Context: an optimization exercise on an open-source flow, tuned for small area and a short achievable clock period. The choices shown serve that exercise and are no tape-out recipe.
Function was checked by simulation only, so behaviour that the tests miss may differ from the original.
No activity file was given, so power comes from the tool's default toggle rates.

`design.v`:
```
package edram_pkg;
    localparam int DEF_ADDR_WIDTH = 6;
    localparam int DEF_DATA_WIDTH = 16;
    localparam int DEF_CNT_WIDTH  = 4;
    localparam int DEF_MEM_LAT    = 2;
    typedef enum logic [1:0] {
        IDLE   = 2'd0,
        ACCESS = 2'd1,
        DONE   = 2'd2
    } bank_state_t;
endpackage
module edram_array
#(
    parameter int ADDR_WIDTH = edram_pkg::DEF_ADDR_WIDTH,
    parameter int DATA_WIDTH = edram_pkg::DEF_DATA_WIDTH,
    parameter int CNT_WIDTH  = edram_pkg::DEF_CNT_WIDTH
) (
    input  logic                  clk,
    input  logic                  nrst,
    input  logic                  commit,
    input  logic                  wr,
    input  logic [ADDR_WIDTH-1:0] addr,
    input  logic [DATA_WIDTH-1:0] wdata,
    input  logic [CNT_WIDTH-1:0]  wcount_eff,
    output logic [DATA_WIDTH-1:0] rd_word,
    output logic [CNT_WIDTH-1:0]  rd_cnt
);
    localparam int DEPTH = 2 ** ADDR_WIDTH;
    logic [DATA_WIDTH-1:0] data_mem [DEPTH];
    logic [CNT_WIDTH-1:0]  cnt_mem  [DEPTH];
    always_ff @(posedge clk) begin
        for (int i = 0; i < DEPTH; i++) begin
            if (commit && wr && addr == i[ADDR_WIDTH-1:0]) begin
                data_mem[i] <= wdata;
            end
        end
    end
    always_ff @(posedge clk or negedge nrst) begin
        if (!nrst) begin
            for (int i = 0; i < DEPTH; i++) begin
                cnt_mem[i] <= '0;
            end
        end else begin
            for (int i = 0; i < DEPTH; i++) begin
                if (commit && addr == i[ADDR_WIDTH-1:0]) begin
                    cnt_mem[i] <= wcount_eff;
                end
            end
        end
    end
    always_ff @(posedge clk) begin
        rd_word <= data_mem[addr];
        rd_cnt  <= cnt_mem[addr];
    end
endmodule
module edram_bank
#(
    parameter int ADDR_WIDTH = edram_pkg::DEF_ADDR_WIDTH,
    parameter int DATA_WIDTH = edram_pkg::DEF_DATA_WIDTH,
    parameter int CNT_WIDTH  = edram_pkg::DEF_CNT_WIDTH,
    parameter int MEM_LAT    = edram_pkg::DEF_MEM_LAT
) (
    input  logic                  clk,
    input  logic                  nrst,
    input  logic                  ram_ren,
    input  logic                  ram_wen,
    input  logic [ADDR_WIDTH-1:0] ram_addr,
    input  logic [DATA_WIDTH-1:0] ram_data,
    input  logic [CNT_WIDTH-1:0]  ram_count,
    output logic [DATA_WIDTH-1:0] rd_data,
    output logic                  rd_valid,
    output logic                  consumed,
    output logic [ADDR_WIDTH-1:0] consumed_addr,
    output logic                  busy,
    output logic                  err
);
    localparam logic [CNT_WIDTH-1:0] CNT_ONE = {{(CNT_WIDTH-1){1'b0}}, 1'b1};
    logic                  s_a1, s_a2, s_done;
    logic                  op_wr;
    logic [ADDR_WIDTH-1:0] op_addr;
    logic [DATA_WIDTH-1:0] op_data;
    logic [CNT_WIDTH-1:0]  op_count;
    logic [DATA_WIDTH-1:0] rd_word;
    logic [CNT_WIDTH-1:0]  rd_cnt;
    logic                  req;
    logic                  cnt_zero;
    logic                  cnt_one;
    logic [CNT_WIDTH-1:0]  wcount_eff;
    assign req      = ram_ren || ram_wen;
    assign cnt_zero = (rd_cnt == '0);
    assign cnt_one  = (rd_cnt == CNT_ONE);
    always_ff @(posedge clk or negedge nrst) begin
        if (!nrst) begin
            busy   <= 1'b0;
            s_a1   <= 1'b0;
            s_a2   <= 1'b0;
            s_done <= 1'b0;
        end else begin
            s_a1   <= !busy && req && !(ram_ren && ram_wen);
            s_a2   <= s_a1;
            s_done <= (!busy && ram_ren && ram_wen) || s_a2 || (s_done && req);
            busy   <= busy ? !(s_done && !req) : req;
        end
    end
    always_ff @(posedge clk) begin
        if (!busy) begin
            op_wr    <= ram_wen;
            op_addr  <= ram_addr;
            op_data  <= ram_data;
            op_count <= ram_count;
        end
    end
    assign wcount_eff = op_wr ? op_count : (cnt_zero ? '0 : rd_cnt - CNT_ONE);
    edram_array #(
        .ADDR_WIDTH (ADDR_WIDTH),
        .DATA_WIDTH (DATA_WIDTH),
        .CNT_WIDTH  (CNT_WIDTH)
    ) u_array (
        .clk        (clk),
        .nrst       (nrst),
        .commit     (s_a2),
        .wr         (op_wr),
        .addr       (op_addr),
        .wdata      (op_data),
        .wcount_eff (wcount_eff),
        .rd_word    (rd_word),
        .rd_cnt     (rd_cnt)
    );
    always_ff @(posedge clk or negedge nrst) begin
        if (!nrst) begin
            rd_data       <= '0;
            rd_valid      <= 1'b0;
            consumed      <= 1'b0;
            consumed_addr <= '0;
            err           <= 1'b0;
        end else begin
            rd_valid <= s_a2 && !op_wr;
            consumed <= s_a2 && !op_wr && cnt_one;
            err      <= (!busy && ram_ren && ram_wen) || (s_a2 && !op_wr && cnt_zero);
            if (s_a2 && !op_wr) begin
                rd_data <= cnt_zero ? '0 : rd_word;
            end
            if (s_a2 && !op_wr && cnt_one) begin
                consumed_addr <= op_addr;
            end
        end
    end
endmodule
```
`run.sh`:
```
#!/bin/bash
# synth_recipe.tcl (not shown) runs the flow's synth.tcl, then flattens the netlist and writes it again
# the make line also repeats each setting of config.mk as NAME=value (left out here)
make -C /OpenROAD-flow-scripts/flow DESIGN_CONFIG=/design/flow/config.mk WORK_HOME=/design/flow/orfs CLKGATE_MAP_FILE= SYNTH_SCRIPT=/design/flow/synth_recipe.tcl finish
```
`config.mk`:
```
export PLATFORM = sky130hd
export DESIGN_NAME = edram_bank
export DESIGN_NICKNAME = edram_bank
export VERILOG_FILES = /design/flow/design.v
export SDC_FILE = /design/flow/constraint.sdc
export NUM_CORES = 4
export LEC_CHECK = 0
export CAP_MARGIN = 20
export CORE_MARGIN = 2
export CORE_UTILIZATION = 40
export SLEW_MARGIN = 20
```
`constraint.sdc`:
```
create_clock -name core_clock -period 5.0 [get_ports {clk}]
set_input_delay 1.0000 -clock core_clock [delete_from_list [all_inputs] [get_ports {clk}]]
set_output_delay 1.0000 -clock core_clock [all_outputs]
set_load 0.01 [all_outputs]
```
==> results.txt <==
The most area-hungry cell type in the Yosys netlist is sky130_fd_sc_hd__edfxtp_1. The share of the cycle needed by the critical path after routing works out to 86.6%. Sequential cells burn 52.4% of the power. For the effective utilization at floorplan, the log shows 40.2%.

The most common cell in the synthesized netlist is sky130_fd_sc_hd__edfxtp_1. For the number of antenna-violating nets in the routed design, the log shows 0. The count of cells along the worst register-to-register path was 8; the DRC violation count after routing was 0. The first global-routing pass estimated 291,000 um of wire.

Headroom to the max-slew limit came out at 11.2%. For the number of cells produced by synthesis, the log shows 3,366. No sink is reached through more buffers than the 3 on the longest clock path.

Once detailed placement completed, the half-perimeter wirelength came to 134,000 um. The unique cell type count in the Yosys netlist is 69. The proportion of register bits with asynchronous set or reset after synthesis was 21.0%.

Buffers added to address setup during post-CTS repair amount to 0. Of all nets on the critical path, the largest fanout is 28. By area the synthesized netlist is led by sky130_fd_sc_hd__edfxtp_1 62%, sky130_fd_sc_hd__dfrtp_1 14%, sky130_fd_sc_hd__a22oi_1 7.6%. Combinational cells account for 2.8% of the total power.

During placement, the flow inserted port buffers numbering 55. The tools report the die outline area as 131,000 um2. The worst setup path is of the register to register kind. The largest single stage delay on the critical path is 0.88 ns.

The path class of the tightest hold or removal check is input pin to asynchronous set/reset pin. The tools report the number of buffers created by CTS as 137. After clock tree synthesis, the clock-pin slew on the worst setup and hold paths is 0.06 ns. The run finished with no timing, DRC or antenna violations. The synthesized netlist occupies a cell area of 51,200 um2.

In this run the vertical extent of the chip is 362 um. The predominant post-synthesis flop cell is sky130_fd_sc_hd__edfxtp_1. Setup total negative slack on the finished layout was measured at 0 ns. The startpoint kind of the worst setup timing path was a register. Average size of a mapped cell: 15.2 um2. Signal arrival time at the worst endpoint: 4.95 ns. At the worst endpoint, the required time is 5.62 ns. The actual transition at the worst max-transition pin is 1.32 ns. Dividing total power by cell area gives a power density of 394 nW/um2.

The number of vias after detailed routing was 36,100. The endpoint identified for the worst register-to-register timing path is u_array.rd_cnt[1]$_DFF_P_. Of the total power, the share spent switching nets is 21.9%.

For the worst-skew pair later-pin latency, the log shows 0.79 ns. The floorplan row count is 131. Counting stages on the worst path, the most repeated cell is sky130_fd_sc_hd__buf_4. 56 I/O pins were placed. Power share of the clock group: 44.7%.

Time the worst path needs with I/O delays and setup: 4.33 ns. The count of final hold-check violations came out at 0. For this design the total switching power over the nets is 5120 uW. Global routing consumed, over all layers together, 32.9% of the routing resources. The run gives 0.998 as the routability congestion estimate from global placement. The area share of the largest cell type after synthesis was 61.7%.

Setup repair after global routing left no endpoint under its margin. The commonest cells after synthesis are 1,051 x sky130_fd_sc_hd__edfxtp_1, 516 x sky130_fd_sc_hd__a22oi_1, 409 x sky130_fd_sc_hd__nand2_1, 285 x sky130_fd_sc_hd__dfrtp_1, 263 x sky130_fd_sc_hd__o21ai_0. The internal power was 18,300 uW; the sink count of the clock tree was 1,356. The tools report the proportion of synthesized chip area in sequential cells as 76.4%.

Setup violations remaining at the end of the flow were counted as 0. The region available for standard cell placement spans 127,000 um2. The static leakage is 0.0209 uW. The post-synth net total was 3,396; the number of flops mapped to enable cells by yosys was 1,051.

The worst ir drop on vdd was 0.305 mV. Across all setup checks in the final design, the least slack found is 0.670 ns. The maximum clock rate was 231 MHz. The number of flip-flops and latches in the synthesized netlist was 1,356; the area added between synthesis and finish was 16.1%. The first detailed-routing pass took 8 iterations. STA classifies the critical path endpoint as a register. Hold repair after CTS inserted 0 buffers. The worst setup path startpoint was op_addr[3]$_DFFE_PN_. Across all register-to-register paths, the minimum setup slack is 0.67 ns.

TritonCTS built the clock tree. The worst slack at placement is 0.948 ns, and the number of warnings issued by yosys is 4. The H-tree depth came out at 4. Across the run, the number of max-cap violations was 0. The via count of the first global-routing pass is 33,600.

For this block, the routed nets add up to 218,000 um of wire. Number of pins with negative max-slew slack in the final report: 0. Slowest stage cell on the critical path: sky130_fd_sc_hd__edfxtp_1. The final net count came out at 3,610.

Final hold analysis gives a worst-case slack of 0.324 ns. The signal on the critical path passes through buf_4 > nor4b_2 > buf_4 > and3_1 > a2111oi_0 > nand3_1 > nor4_1 > a31oi_1. The tools report the pin count of the biggest net entering global routing as 121.

After global routing the overflow that remains totals 0. The floorplan step set the die width to 362 um. The mean number of vias per cell was 6.74; the number of design-rule violations left by the first detailed-router iteration was 7,604. The tools report the number of antenna violations at the first check in global routing as 8. The tools report the post-cts gate resize count as 0.

After filler insertion, the fill cell instance count of the layout stands at 11,000. The worst clock skew was 0.0430 ns; the detail-routed net length per standard cell was 40.7 um. The finished cells cover 59,400 um2.

The root buffer selected by CTS is sky130_fd_sc_hd__clkbuf_16. In the final layout, the share of cells above drive strength 1 is 14.0%. Start of the worst register-to-register path: op_addr[3]$_DFFE_PN_. Summing all placed instances gives a cell area of 54,800 um2. In this run the worst setup path terminates at u_array.rd_cnt[1]$_DFF_P_.
-- cell families after synthesis --
group                     after synthesis  share of synthesized area, %
DFF                                  1356                          76.4
AOI/OAI and AO/OA                     916                          12.3
and+or+nand+nor                       878                          8.95
buffers and inverters                 199                          1.99
muxes                                  16                         0.342
xor gates and xnor gates                1                        0.0171
-- power by group through the flow --
stage	combinational, uW	sequential (uW)	clock, uW
after floorplan	223	12500	0
after global placement	625	12500	0
after detailed placement	634	12500	0
after CTS	635	12300	10500
after global routing	677	12300	10900
final	665	12300	10500
-- metal layers --
| metal | routed length (um) | vias to the layer above | part of all wire (%) | global-route usage (%) |
|---|---|---|---|---|
| met4 | 18000 | 12 | 8.2 | 22.7 |
| met1 | 74100 | 18100 | 34 | 41.5 |
| met5 | 84 | - | 0.038 | 0 |
| li1 | - | 13700 | - | - |
| met2 | 91500 | 3450 | 42 | 46.8 |
| met3 | 34600 | 840 | 16 | 12.8 |
-- area by class of cell --
class                      instances  area (um2)  area share (%)
sequential                      1356       39100            65.8
antenna                            8        20.0          0.0337
clock buffer                     185        3780            6.37
inverter                          10        37.5          0.0632
tap                             1662        2080            3.50
multi-input combinational       1811       11300            19.1
timing repair buffer             264        2330            3.92
clock inverter                    65         729            1.23
-- cells in the final DEF (no fill, tap or decap), types with 13 or more instances in the layout --
cell type                         Yosys  layout
sky130_fd_sc_hd__a2111oi_0           14      14
sky130_fd_sc_hd__a21oi_1             29      25
sky130_fd_sc_hd__a22o_1              29      29
sky130_fd_sc_hd__a22oi_1            516     516
sky130_fd_sc_hd__a31oi_1             16      16
sky130_fd_sc_hd__and3_1             130     127
sky130_fd_sc_hd__buf_12               0      13
sky130_fd_sc_hd__buf_4               31     192
sky130_fd_sc_hd__clkbuf_1            83      35
sky130_fd_sc_hd__clkbuf_16            0     141
sky130_fd_sc_hd__clkdlybuf4s50_1      0      54
sky130_fd_sc_hd__clkinv_1             0      20
sky130_fd_sc_hd__clkinv_2             0      17
sky130_fd_sc_hd__dfrtp_1            285     285
sky130_fd_sc_hd__dfxtp_1             20      20
sky130_fd_sc_hd__edfxtp_1          1051    1051
sky130_fd_sc_hd__mux2i_1             13      13
sky130_fd_sc_hd__nand2_1            409     409
sky130_fd_sc_hd__nand3_1             47      47
sky130_fd_sc_hd__nand4_1             83      83
sky130_fd_sc_hd__nor2_1              52      34
sky130_fd_sc_hd__nor2_2              32      39
sky130_fd_sc_hd__nor2_4              11      22
sky130_fd_sc_hd__nor3_1              19      19
sky130_fd_sc_hd__nor4_1              38      34
sky130_fd_sc_hd__o21ai_0            263     262
-- metrics by stage --
step                      std cells  power [uW]  utilization, %
after CTS                      5350       23400            46.6
after floorplan                3366       12700               -
after global placement         5099       13100            43.1
final                          5361       23400            46.7
after detailed placement       5100       13100            43.1
after global routing           5353       23800            46.7
-- flip-flops by register name, summed over array words and instances, names as in the netlist --
| name | count |
|---|---|
| u_array.data_mem | 1024 |
| u_array.cnt_mem | 256 |
| op_data | 16 |
| rd_data | 16 |
| u_array.rd_word | 16 |
| consumed_addr | 6 |
| op_addr | 6 |
| op_count | 4 |
| u_array.rd_cnt | 4 |
| busy | 1 |
| consumed | 1 |
| err | 1 |
| op_wr | 1 |
| rd_valid | 1 |
| s_a1 | 1 |
| s_a2 | 1 |
| s_done | 1 |
-- critical path: cells and delay by family (launching register included) --
family / cells / cell delay (ns)
AND/OR/NAND/NOR: 4 / 1.45
flip-flops: 1 / 0.88
buffers and inverters: 2 / 0.80
AO/OA/AOI/OAI: 2 / 1.02
-- worst min path at each step --
stage / from / endpoint / slack, ns
after CTS: s_a1$_DFF_PN0_ / s_a2$_DFF_PN0_ / 0.36
after global routing: s_a1$_DFF_PN0_ / s_a2$_DFF_PN0_ / 0.38
after global placement: s_a1$_DFF_PN0_ / s_a2$_DFF_PN0_ / 0.34
final: nrst / consumed_addr[4]$_DFFE_PN0P_ / 0.32
after floorplan: s_a1$_DFF_PN0_ / s_a2$_DFF_PN0_ / 0.33
after detailed placement: s_a1$_DFF_PN0_ / s_a2$_DFF_PN0_ / 0.34

## re-timing with driven ports
The flow's constraints put no driver on any port. The routed layout listed below was extracted and timed again, unchanged, in two steps.
Step 1 (the two cells are an assumption about what drives the block):
set clk [get_ports {clk}]
set_driving_cell -lib_cell sky130_fd_sc_hd__clkbuf_16 $clk
set_driving_cell -lib_cell sky130_fd_sc_hd__buf_2 [delete_from_list [all_inputs] $clk]
Step 2 moves the port delays by t, midway between the first and last clock arrival at a register: inputs arrive t later, outputs are due t later. That takes back most of the time a late clock gives input paths.
a / b / c = no drivers / after step 1 / after step 2; a / b = the first two.
t, ns: 0.841
setup WS [ns]: 0.670 / 0.670 / 0.670
clock arrival spread, ns: 0.044 / 0.043
After both steps setup and hold are still met in this run. For this run, drivers alone change the setup slack by 0.000 ns; drivers and shift together by 0.000 ns.
